From an optimization exercise on the open Yosys and OpenROAD flow, aimed at small area, a short achievable clock period and few clock cycles; shortcuts taken in it are not production practice.
Only simulation tests tie the RTL to the original design; equivalence was not proved.
Power and IR drop assume default switching activity.

## escape_sequence_decoder
module escape_sequence_decoder (
  input  logic        clk,
  input  logic        rst,
  input  logic        chars_valid,
  output logic        chars_ready,
  input  logic [15:0] chars_char_code,
  input  logic        chars_end_of_string,
  output logic        results_valid,
  input  logic        results_ready,
  output logic [1:0]  results_kind,
  output logic [15:0] results_out_char,
  output logic [15:0] results_slice_start,
  output logic [15:0] results_slice_length,
  output logic [2:0]  results_error_code,
  output logic        results_last,
  input  logic        cfg_valid,
  output logic        cfg_ready,
  input  logic        cfg_interpolation_enable
);
clock: 7.5 ns
lec_check: 0
cap_margin: 20
core_margin: 2
core_utilization: 65
cts_buf_list: sky130_fd_sc_hd__clkbuf_4 sky130_fd_sc_hd__clkbuf_8
cts_cluster_size: 30
setup_slack_margin: 4.7
slew_margin: 20
standard.sh (not shown) runs the stock make flow with config.mk's settings and CLKGATE_MAP_FILE= SYNTH_SCRIPT=/design/flow/synth_recipe.tcl, a recipe that flattens the netlist after the stock synthesis.
==> flow/flow/run.sh <==
#!/bin/bash
# The standard layout, with every port buffered by a plain buffer (buf_1 on outputs and
# inputs) instead of the resizer's default pick, a slow delay cell.
set -euo pipefail
export BUFFER_PORTS_ARGS="-buffer_cell sky130_fd_sc_hd__buf_1"
bash standard.sh > standard.log 2>&1
The baseline produced a clean layout.
Testbench counts at the start, summed over its fixed seeds: cycles 30,784.
==> next run, changes <==
==> flow/flow/run.sh (replaced) <==
#!/bin/bash
# The standard layout, with every port buffered by a plain buffer (buf_2 on outputs and
# inputs) instead of the resizer's default pick, a slow delay cell.
set -euo pipefail
export BUFFER_PORTS_ARGS="-buffer_cell sky130_fd_sc_hd__buf_2"
bash standard.sh > standard.log 2>&1
The changed run went through all stages and came out clean.
Cell area went down by 2.5%.
Synthesized area is unchanged.
Synthesized cell count does not change.
Power went down by 11%.
Utilization went down by 2.0 points.
Fmax went up by 0.99%.
Count of clock-buffer cells in the layout went down by 2.
==> next run, changes <==
==> flow/flow/run.sh (replaced) <==
#!/bin/bash
# The standard layout, with every port buffered by a plain buffer (buf_4 on outputs and
# inputs) instead of the resizer's default pick, a slow delay cell.
set -euo pipefail
export BUFFER_PORTS_ARGS="-buffer_cell sky130_fd_sc_hd__buf_4"
bash standard.sh > standard.log 2>&1
--- a/flow/config.mk
+++ b/flow/config.mk
@@ -8,5 +8,5 @@
 export CAP_MARGIN = 20
 export CORE_MARGIN = 2
-export CORE_UTILIZATION = 65
+export CORE_UTILIZATION = 60
 export CTS_BUF_LIST = sky130_fd_sc_hd__clkbuf_4 sky130_fd_sc_hd__clkbuf_8
 export CTS_CLUSTER_SIZE = 30
The new run passed the timing, design-rule and antenna checks.
Total power rose by 7.2%.
Synthesized cell count stays the same.
Final area rose by 4.7%.
Global-route usage fell by 1.9 points.
Non-clock buffer count grows by 2.
First-iteration DRC count came out lower by 0.93%.
Setup slack is worse by 0.047 ns.
Die area is higher by 8.0%.
Cell count grows by 0.96%.
Wire length is higher by 3.5%.
Clock power rises by 18%.
==> next run, changes <==
--- a/flow/config.mk
+++ b/flow/config.mk
@@ -8,7 +8,7 @@
 export CAP_MARGIN = 20
 export CORE_MARGIN = 2
-export CORE_UTILIZATION = 60
+export CORE_UTILIZATION = 65
 export CTS_BUF_LIST = sky130_fd_sc_hd__clkbuf_4 sky130_fd_sc_hd__clkbuf_8
 export CTS_CLUSTER_SIZE = 30
-export SETUP_SLACK_MARGIN = 4.7
+export SETUP_SLACK_MARGIN = 4.6
 export SLEW_MARGIN = 20
Outcome: The changed run finished with timing, DRC and antenna clean; utilization came out higher by 5.3 points; synthesized cell count does not change; critical path depth stays the same; cell count came out lower by 0.95%; clock power came out lower by 10%; final area came out lower by 2.2%; clock skew barely changes; non-clock buffer count came out lower by 2; worst setup slack loses 0.023 ns.

escape_sequence_decoder, a different RTL version from the one above (not shown whole).
Size: about 710 cells after synthesis, roughly 80 I/O pins, about 6800 µm² of cells after synthesis.
==> flow/design.v (excerpt) <==
module escape_sequence_decoder (
  input  logic        clk,
  input  logic        rst,
  input  logic        chars_valid,
  output logic        chars_ready,
  input  logic [15:0] chars_char_code,
  input  logic        chars_end_of_string,
  output logic        results_valid,
  input  logic        results_ready,
  output logic [1:0]  results_kind,
  output logic [15:0] results_out_char,
  output logic [15:0] results_slice_start,
  output logic [15:0] results_slice_length,
  output logic [2:0]  results_error_code,
  output logic        results_last,
  input  logic        cfg_valid,
  output logic        cfg_ready,
  input  logic        cfg_interpolation_enable
);
clock: 7.5 ns
lec_check: 0
cap_margin: 20
core_margin: 2
core_utilization: 40
setup_slack_margin: 4.8
slew_margin: 20
run.sh (not shown) runs the stock make flow with config.mk's settings and CLKGATE_MAP_FILE= SYNTH_SCRIPT=/design/flow/synth_recipe.tcl, a recipe that flattens the netlist after the stock synthesis.
Stock flow here: none of the scripts above is used.
The first run ran to the end with no violations.
Testbench counts at the start, summed over its fixed seeds: cycles 30,784.
==> next run, changes <==
--- a/flow/config.mk
+++ b/flow/config.mk
@@ -10,3 +10,3 @@
 export CORE_UTILIZATION = 40
-export SETUP_SLACK_MARGIN = 4.8
+export SETUP_SLACK_MARGIN = 4.5
 export SLEW_MARGIN = 20
The changed run finished clean.
Area after synthesis is unchanged.
Design area went down by about 4%.
Clock skew went up by 0.0055 ns.
Worst hold slack is worse by 0.0037 ns.
Clock power went up by 14%.
Die area does not change.
Flip-flop and latch count does not change.
Register-to-register slack is better by 0.12 ns.
==> next run, changes <==
==> flow/flow/run.sh (new file) <==
#!/bin/bash
# The standard layout, with every port buffered by a plain buffer (buf_4 on outputs and
# inputs) instead of the resizer's default pick, a slow delay cell.
set -euo pipefail
export BUFFER_PORTS_ARGS="-buffer_cell sky130_fd_sc_hd__buf_4"
bash standard.sh > standard.log 2>&1
==> flow/standard.sh (new file) <==
#!/bin/bash
# synth_recipe.tcl (not shown) runs the flow's synth.tcl, then flattens the netlist and writes it again
# the make line also repeats each setting of config.mk as NAME=value (left out here)
make -C /OpenROAD-flow-scripts/flow DESIGN_CONFIG=/design/flow/config.mk WORK_HOME=/design/flow/orfs CLKGATE_MAP_FILE= SYNTH_SCRIPT=/design/flow/synth_recipe.tcl "${@:-finish}"
removed: flow/run.sh
Effect: The changed run finished with timing, DRC and antenna clean; design area fell slightly; synthesized area is unchanged; total power fell by a few percent; flip-flop and latch count is unchanged; global-route usage fell by 0.68 points; synthesized cell count does not change; maximum frequency fell slightly; critical path depth rose by 9; non-clock buffer count rose by 12.

==> separate check: timing with driven ports <==
In the flow no input, the clock included, has a driving cell. The finished layouts below were timed again as built, in two steps. Step 1: set_driving_cell puts a clkbuf_16 on clk and a buf_2 on each other input, an assumption about the parent block. Step 2 adds t to the input delays and takes it off the output delays; t is the mean of the earliest and latest rising clock arrival at the registers after step 1. Input paths then give back, and output paths get back, about the clock's delay inside the block. a / b / c = ideal ports / drivers / drivers and shift; a / b = the first two.
run	t (ns)	setup WS [ns]	hold WS [ns]
the first run of note 1	0.473	4.701 / 4.666 / 4.355	0.488 / 0.488 / 0.488
the second run of note 1	0.475	4.729 / 4.691 / 4.370	0.495 / 0.495 / 0.495
the third run of note 1	0.474	4.682 / 4.647 / 4.375	0.491 / 0.491 / 0.491
the fourth run of note 1	0.471	4.659 / 4.625 / 4.226	0.479 / 0.479 / 0.479
the first run of note 2	0.466	4.225 / 4.225 / 3.846	0.472 / 0.472 / 0.472
the second run of note 2	0.471	4.334 / 4.289 / 4.012	0.468 / 0.468 / 0.468
the third run of note 2	0.466	4.295 / 4.295 / 3.934	0.471 / 0.471 / 0.471
After both steps setup and hold are still met in every run listed. For the fourth run of note 1, which loses most, drivers alone change the setup slack by -0.034 ns; drivers and shift together by -0.433 ns.
